This is an optimization exercise on Yosys and OpenROAD, whose aim is a short achievable clock period and few clock cycles per item, not a production implementation. Only simulation tests tie the RTL to the original design; equivalence was not proved.

==> run Z: inputs <==
## dma_read_top
module dma_read_top #(
   parameter int NUM_TAGS = 16,
   parameter int DATA_W   = 64
) (
   input  logic                   i_clk,
   input  logic                   i_rst_n,
   input  logic                   i_req_v,
   output logic                   o_req_r,
   input  dma_read_pkg::eng_tag_t i_req_eng_tag,
   input  dma_read_pkg::addr_t    i_req_addr,
   input  dma_read_pkg::len_t     i_req_len,
   output logic                   o_cmd_v,
   input  logic                   i_cmd_r,
   output dma_read_pkg::tag_t     o_cmd_tag,
   output dma_read_pkg::addr_t    o_cmd_addr,
   output dma_read_pkg::len_t     o_cmd_len,
   input  logic                   i_cpl_v,
   input  dma_read_pkg::tag_t     i_cpl_tag,
   input  logic [DATA_W-1:0]      i_cpl_data,
   input  logic                   i_cpl_last,
   input  logic                   i_cpl_err,
   output logic                   o_rsp_v,
   output dma_read_pkg::eng_tag_t o_rsp_eng_tag,
   output logic [dma_read_pkg::BEAT_W-1:0] o_rsp_beat,
   output logic [DATA_W-1:0]      o_rsp_data,
   output logic                   o_rsp_last,
   output logic                   o_rsp_err,
   input  logic                   i_rsp_r
);
==> module tag_free_list, before the edit <==
module tag_free_list #(
   parameter int NUM_TAGS = 16
) (
   input  logic               i_clk,
   input  logic               i_rst_n,
   output logic               o_tag_v,
   input  logic               i_tag_r,
   output dma_read_pkg::tag_t o_tag,
   input  logic               i_free_v,
   input  dma_read_pkg::tag_t i_free_tag
);
   logic [NUM_TAGS-1:0] free_q;
   assign o_tag_v = |free_q;
   always_comb
   begin
      o_tag = '0;
      for (int t = NUM_TAGS-1; t >= 0; t--)
         if (free_q[t])
            o_tag = dma_read_pkg::tag_t'(t);
   end
   always_ff @(posedge i_clk)
   begin
      if (!i_rst_n)
         free_q <= '1;
      else
      begin
         for (int t = 0; t < NUM_TAGS; t++)
         begin
            if (i_free_v && i_free_tag == dma_read_pkg::tag_t'(t))
               free_q[t] <= 1'b1;
            else if (i_tag_r && o_tag_v && o_tag == dma_read_pkg::tag_t'(t))
               free_q[t] <= 1'b0;
         end
      end
   end
endmodule
export LEC_CHECK = 0
export ABC_CLOCK_PERIOD_IN_PS = 2000
export CAP_MARGIN = 20
export CORE_MARGIN = 2
export CORE_UTILIZATION = 75
export CTS_CLUSTER_DIAMETER = 80
export CTS_CLUSTER_SIZE = 25
export PLACE_DENSITY = 0.8
export SETUP_SLACK_MARGIN = 2.7
export SLEW_MARGIN = 20
export TNS_END_PERCENT = 100
create_clock -name core_clock -period 5.0 [get_ports {i_clk}]
run.sh (not shown) runs the stock make flow with config.mk's settings and CLKGATE_MAP_FILE= SYNTH_SCRIPT=/design/flow/synth_recipe.tcl, a recipe that flattens the netlist after the stock synthesis.
==> run E: changes against run Z <==
--- a/flow/design.v
+++ b/flow/design.v
@@ -82,33 +82,37 @@
    input  logic               i_tag_r,
    output dma_read_pkg::tag_t o_tag,
    input  logic               i_free_v,
    input  dma_read_pkg::tag_t i_free_tag
 );
    logic [NUM_TAGS-1:0] free_q;
-   assign o_tag_v = |free_q;
+   logic [NUM_TAGS-1:0] free_nxt;
+   dma_read_pkg::tag_t  pick;
    always_comb
    begin
-      o_tag = '0;
+      for (int t = 0; t < NUM_TAGS; t++)
+         free_nxt[t] = (free_q[t] & ~(i_tag_r & o_tag_v & (o_tag == dma_read_pkg::tag_t'(t))))
+                     | (i_free_v & (i_free_tag == dma_read_pkg::tag_t'(t)));
+      pick = '0;
       for (int t = NUM_TAGS-1; t >= 0; t--)
-         if (free_q[t])
-            o_tag = dma_read_pkg::tag_t'(t);
+         if (free_nxt[t])
+            pick = dma_read_pkg::tag_t'(t);
    end
    always_ff @(posedge i_clk)
    begin
       if (!i_rst_n)
-         free_q <= '1;
+      begin
+         free_q  <= '1;
+         o_tag_v <= 1'b1;
+         o_tag   <= '0;
+      end
       else
       begin
-         for (int t = 0; t < NUM_TAGS; t++)
-         begin
-            if (i_free_v && i_free_tag == dma_read_pkg::tag_t'(t))
-               free_q[t] <= 1'b1;
-            else if (i_tag_r && o_tag_v && o_tag == dma_read_pkg::tag_t'(t))
-               free_q[t] <= 1'b0;
-         end
+         free_q  <= free_nxt;
+         o_tag_v <= |free_nxt;
+         o_tag   <= pick;
       end
    end
 endmodule
 `timescale 1ns/100ps
 module req_issue #(
    parameter int NUM_TAGS = 16
- CAP_MARGIN: 20 -> 40
- SLEW_MARGIN: 20 -> 70
==> run R: changes against run Z <==
--- a/flow/design.v
+++ b/flow/design.v
@@ -35,44 +35,63 @@
    input  logic i_pop,
    output logic [W-1:0] o_dout,
    output logic [1:0]   o_dout_lm1,
    output logic o_dout_err,
    output logic [MC*(1<<W)-1:0] o_sel
 );
-   localparam int EW = W + 3;
-   logic [EW-1:0]    q [DEPTH];
-   logic [DEPTH-1:0] v;
-   logic             pop;
-   logic [EW-1:0]    din;
-   logic [EW-1:0]    head_nxt;
-   assign pop = i_pop & v[0];
-   assign din = {i_din, i_din_lm1, i_din_err};
-   assign o_v = v[0];
-   assign {o_dout, o_dout_lm1, o_dout_err} = q[0];
-   assign head_nxt = pop ? (v[1] ? q[1] : din) : (v[0] ? q[0] : din);
+   localparam int MD    = DEPTH;
+   localparam int PTR_W = $clog2(MD);
+   localparam int EW    = W + 3;
+   logic [EW-1:0]    mem [MD];
+   logic [PTR_W:0]   wr_ptr;
+   logic [PTR_W:0]   rd_ptr;
+   logic             mem_v;
+   logic             head_free;
+   logic             to_head;
+   logic             from_mem;
+   logic             to_mem;
+   logic [EW-1:0]    head_in;
+   logic [W-1:0]     in_tag;
+   logic [1:0]       in_lm1;
+   assign head_free = ~o_v | i_pop;
+   assign mem_v     = (wr_ptr != rd_ptr);
+   assign from_mem  = head_free & mem_v;
+   assign to_head   = head_free & ~mem_v & i_push;
+   assign to_mem    = i_push & ~to_head;
+   assign head_in   = mem_v ? mem[rd_ptr[PTR_W-1:0]] : {i_din, i_din_lm1, i_din_err};
+   assign in_tag    = head_in[EW-1:3];
+   assign in_lm1    = head_in[2:1];
    always_ff @(posedge i_clk)
    begin
       if (!i_rst_n)
-         v <= '0;
-      else if (pop & ~i_push)
-         v <= {1'b0, v[DEPTH-1:1]};
-      else if (i_push & ~pop)
-         v <= {v[DEPTH-2:0], 1'b1};
+      begin
+         o_v    <= 1'b0;
+         wr_ptr <= '0;
+         rd_ptr <= '0;
+      end
+      else
+      begin
+         if (head_free)
+            o_v <= mem_v | i_push;
+         if (to_mem)
+            wr_ptr <= wr_ptr + (PTR_W+1)'(1);
+         if (from_mem)
+            rd_ptr <= rd_ptr + (PTR_W+1)'(1);
+      end
    end
    always_ff @(posedge i_clk)
    begin
-      for (int i = 0; i < DEPTH; i++)
+      if (to_mem)
+         mem[wr_ptr[PTR_W-1:0]] <= {i_din, i_din_lm1, i_din_err};
+      if (head_free)
       begin
-         if (pop)
-            q[i] <= (i < DEPTH-1 && v[(i+1) % DEPTH]) ? q[(i+1) % DEPTH] : din;
-         else if (!v[i])
-            q[i] <= din;
+         {o_dout, o_dout_lm1, o_dout_err} <= head_in;
+         for (int c = 0; c < MC; c++)
+            for (int t = 0; t < (1<<W); t++)
+               o_sel[c*(1<<W)+t] <= (in_tag == W'(t)) && (in_lm1 >= 2'(c));
       end
-      for (int c = 0; c < MC; c++)
-         for (int t = 0; t < (1<<W); t++)
-            o_sel[c*(1<<W)+t] <= (head_nxt[EW-1:3] == W'(t)) && (head_nxt[2:1] >= 2'(c));
    end
 endmodule
 `timescale 1ns/100ps
 module tag_free_list #(
    parameter int NUM_TAGS = 16
 ) (
@@ -142,17 +161,12 @@
    dma_read_pkg::eng_tag_t c_eng;
    logic                   acc;
    logic                   c_free;
    logic                   c_load;
    logic [AW-1:0]          in_addr;
    logic                   s_next;
-   dma_read_pkg::tag_t     p_tag;
-   logic [AW-1:0]          p_addr;
-   dma_read_pkg::len_t     p_len;
-   logic [AW-1:0]          n_addr;
-   dma_read_pkg::len_t     n_len;
    assign in_addr = (i_req_len == dma_read_pkg::len_t'(1)) ?
                     i_req_addr[dma_read_pkg::ADDR_W-1:LO_SHORT] :
                     {i_req_addr[dma_read_pkg::ADDR_W-1:LO_LONG], {(LO_LONG-LO_SHORT){1'b0}}};
    assign acc    = i_req_v & o_req_r;
    assign c_free = ~o_cmd_v | i_cmd_r;
    assign c_load = c_free & i_tag_v & (s_v | acc);
@@ -181,53 +195,37 @@
       begin
          s_addr <= in_addr;
          s_len  <= i_req_len;
          s_eng  <= i_req_eng_tag;
       end
    end
-   assign n_addr = s_v ? s_addr : in_addr;
-   assign n_len  = s_v ? s_len : i_req_len;
-   always_ff @(posedge i_clk)
-   begin
-      if (c_load)
-      begin
-         p_tag  <= i_tag;
-         p_addr <= n_addr;
-         p_len  <= n_len;
-         c_eng  <= s_v ? s_eng : i_req_eng_tag;
-      end
-   end
    always_ff @(posedge i_clk)
    begin
       if (!i_rst_n)
       begin
          o_cmd_tag <= '0;
          c_addr    <= '0;
          o_cmd_len <= '0;
       end
       else if (c_load)
       begin
          o_cmd_tag <= i_tag;
-         c_addr    <= n_addr;
-         o_cmd_len <= n_len;
-      end
-      else
-      begin
-         o_cmd_tag <= p_tag;
-         c_addr    <= p_addr;
-         o_cmd_len <= p_len;
+         c_addr    <= s_v ? s_addr : in_addr;
+         o_cmd_len <= s_v ? s_len : i_req_len;
       end
+      if (c_load)
+         c_eng     <= s_v ? s_eng : i_req_eng_tag;
    end
    always_ff @(posedge i_clk)
    begin
       for (int t = 0; t < NUM_TAGS; t++)
       begin
-         if (o_cmd_v && p_tag == dma_read_pkg::tag_t'(t))
+         if (o_cmd_v && o_cmd_tag == dma_read_pkg::tag_t'(t))
          begin
             o_ctx_eng[t*dma_read_pkg::ENG_TAG_W +: dma_read_pkg::ENG_TAG_W] <= c_eng;
-            o_ctx_lm1[t*2 +: 2] <= 2'(p_len - dma_read_pkg::len_t'(1));
+            o_ctx_lm1[t*2 +: 2] <= 2'(o_cmd_len - dma_read_pkg::len_t'(1));
          end
       end
    end
 endmodule
 `timescale 1ns/100ps
 module cpl_collect #(
@@ -249,14 +247,12 @@
    output logic [NUM_TAGS*dma_read_pkg::MAX_CHUNKS*DATA_W-1:0] o_buf
 );
    localparam int MC = dma_read_pkg::MAX_CHUNKS;
    logic [1:0]             cnt_q [NUM_TAGS];
    logic [NUM_TAGS-1:0]    err_q;
    logic [NUM_TAGS-1:0]    hit;
-   logic [NUM_TAGS-1:0]    bad;
-   logic [1:0]             done_lm1;
    always_comb
    begin
       for (int t = 0; t < NUM_TAGS; t++)
          hit[t] = i_cpl_v & (i_cpl_tag == dma_read_pkg::tag_t'(t));
    end
    always_ff @(posedge i_clk)
@@ -289,23 +285,15 @@
                o_buf[(t*MC+c)*DATA_W +: DATA_W] <= i_cpl_data;
          end
       end
    end
    assign o_done_v   = i_cpl_v & i_cpl_last;
    assign o_done_tag = i_cpl_tag;
-   always_comb
-   begin
-      done_lm1 = '0;
-      for (int t = 0; t < NUM_TAGS; t++)
-      begin
-         bad[t]   = err_q[t] | (cnt_q[t] != i_ctx_lm1[t*2 +: 2]);
-         done_lm1 = done_lm1 | ({2{hit[t]}} & i_ctx_lm1[t*2 +: 2]);
-      end
-   end
-   assign o_done_lm1 = done_lm1;
-   assign o_done_err = |(hit & bad) | i_cpl_err;
+   assign o_done_lm1 = i_ctx_lm1[i_cpl_tag*2 +: 2];
+   assign o_done_err = err_q[i_cpl_tag] | i_cpl_err |
+                       (cnt_q[i_cpl_tag] != i_ctx_lm1[i_cpl_tag*2 +: 2]);
 endmodule
 `timescale 1ns/100ps
 module rsp_return #(
    parameter int NUM_TAGS = 16,
    parameter int DATA_W   = 64
 ) (
@@ -343,18 +331,12 @@
    logic                   r_last;
    dma_read_pkg::eng_tag_t r_eng;
    logic                   r_err;
    logic                   emit;
    logic                   r_load;
    logic                   pop;
-   logic                   o_load;
-   dma_read_pkg::eng_tag_t p_eng;
-   logic [1:0]             p_beat;
-   logic [DATA_W-1:0]      p_data;
-   logic                   p_last;
-   logic                   p_err;
    logic [DATA_W-1:0]      e_data;
    sync_fifo #(
       .DEPTH (NUM_TAGS),
       .W     (dma_read_pkg::TAG_W),
       .MC    (MC)
    ) done_fifo_inst (
@@ -393,13 +375,12 @@
       for (int c = 0; c < MC; c++)
          e_data = e_data | ({DATA_W{r_boh[c]}} & r_data[c]);
    end
    assign emit   = r_v & (~o_rsp_v | i_rsp_r);
    assign r_load = h_v & (~r_v | (emit & r_last));
    assign pop    = o_rsp_v & i_rsp_r;
-   assign o_load = ~o_rsp_v | i_rsp_r;
    assign o_free_v   = r_load;
    assign o_free_tag = h_tag;
    always_ff @(posedge i_clk)
    begin
       if (!i_rst_n)
       begin
@@ -415,47 +396,28 @@
          if (~o_rsp_v | pop)
             o_rsp_v <= emit;
       end
    end
    always_ff @(posedge i_clk)
    begin
-      if (o_load)
-      begin
-         p_eng  <= r_eng;
-         p_beat <= r_beat;
-         p_data <= e_data;
-         p_last <= r_last;
-         p_err  <= r_last & r_err;
-      end
-   end
-   always_ff @(posedge i_clk)
-   begin
       if (!i_rst_n)
       begin
          o_rsp_eng_tag <= '0;
          o_rsp_beat    <= '0;
          o_rsp_data    <= '0;
          o_rsp_last    <= 1'b0;
          o_rsp_err     <= 1'b0;
       end
-      else if (o_load)
+      else if (~o_rsp_v | pop)
       begin
          o_rsp_eng_tag <= r_eng;
          o_rsp_beat    <= r_beat;
          o_rsp_data    <= e_data;
          o_rsp_last    <= r_last;
          o_rsp_err     <= r_last & r_err;
       end
-      else
-      begin
-         o_rsp_eng_tag <= p_eng;
-         o_rsp_beat    <= p_beat;
-         o_rsp_data    <= p_data;
-         o_rsp_last    <= p_last;
-         o_rsp_err     <= p_err;
-      end
    end
    always_ff @(posedge i_clk)
    begin
       if (r_load)
       begin
          for (int c = 0; c < MC; c++)
==> summary.txt <==
- Run R completed with no timing, DRC or antenna violations. Run Z completed without violations. Run E ran to the end with no violations.
- Maximum frequency, highest first: run Z, run E, run R.
- Of run Z and run R, run Z has the higher via count (gap 3.7%, measured against run R).
- In register-to-register slack, run E and run Z hardly differ.
- Synthesized cell count: run R < run Z < run E.
Testbench counts of run Z, summed over its fixed seeds: cycles 9,443, beats 8,016.
Testbench counts of run E, summed over its fixed seeds: cycles 9,443, beats 8,016.
Testbench counts of run R, summed over its fixed seeds: cycles 9,443, beats 8,016.

[what the ideal ports hide]
Ports are ideal in the flow. The routed layouts listed here were re-timed in OpenROAD. Step 1 assumes that a clkbuf_16 drives the clock port and a buf_2 every other input. Step 2 adds t to the input delays and takes it off the output delays; t is the mean of the earliest and latest rising clock arrival at the registers after step 1. Input paths then give back, and output paths get back, about the clock's delay inside the block. a / b / c = ideal / step 1 / step 2; a / b = the first two.
run	shift t [ns]	setup WS [ns]	hold slack, ns	worst register clock-pin slew, ns	worst data-port slew with drivers (ns)
run Z	1.012	2.404 / 2.404 / 1.519	0.347 / 0.264 / 0.438	0.11 / 0.11	0.17
run E	1.042	2.319 / 2.216 / 1.519	0.319 / 0.277 / 0.456	0.11 / 0.11	0.18
run R	1.010	2.317 / 2.270 / 1.343	0.485 / 0.413 / 0.485	0.11 / 0.11	0.19
After both steps every run listed still meets setup and hold. The setup slack of run R, which loses most, moves by -0.047 ns with the drivers and by -0.974 ns with both steps.
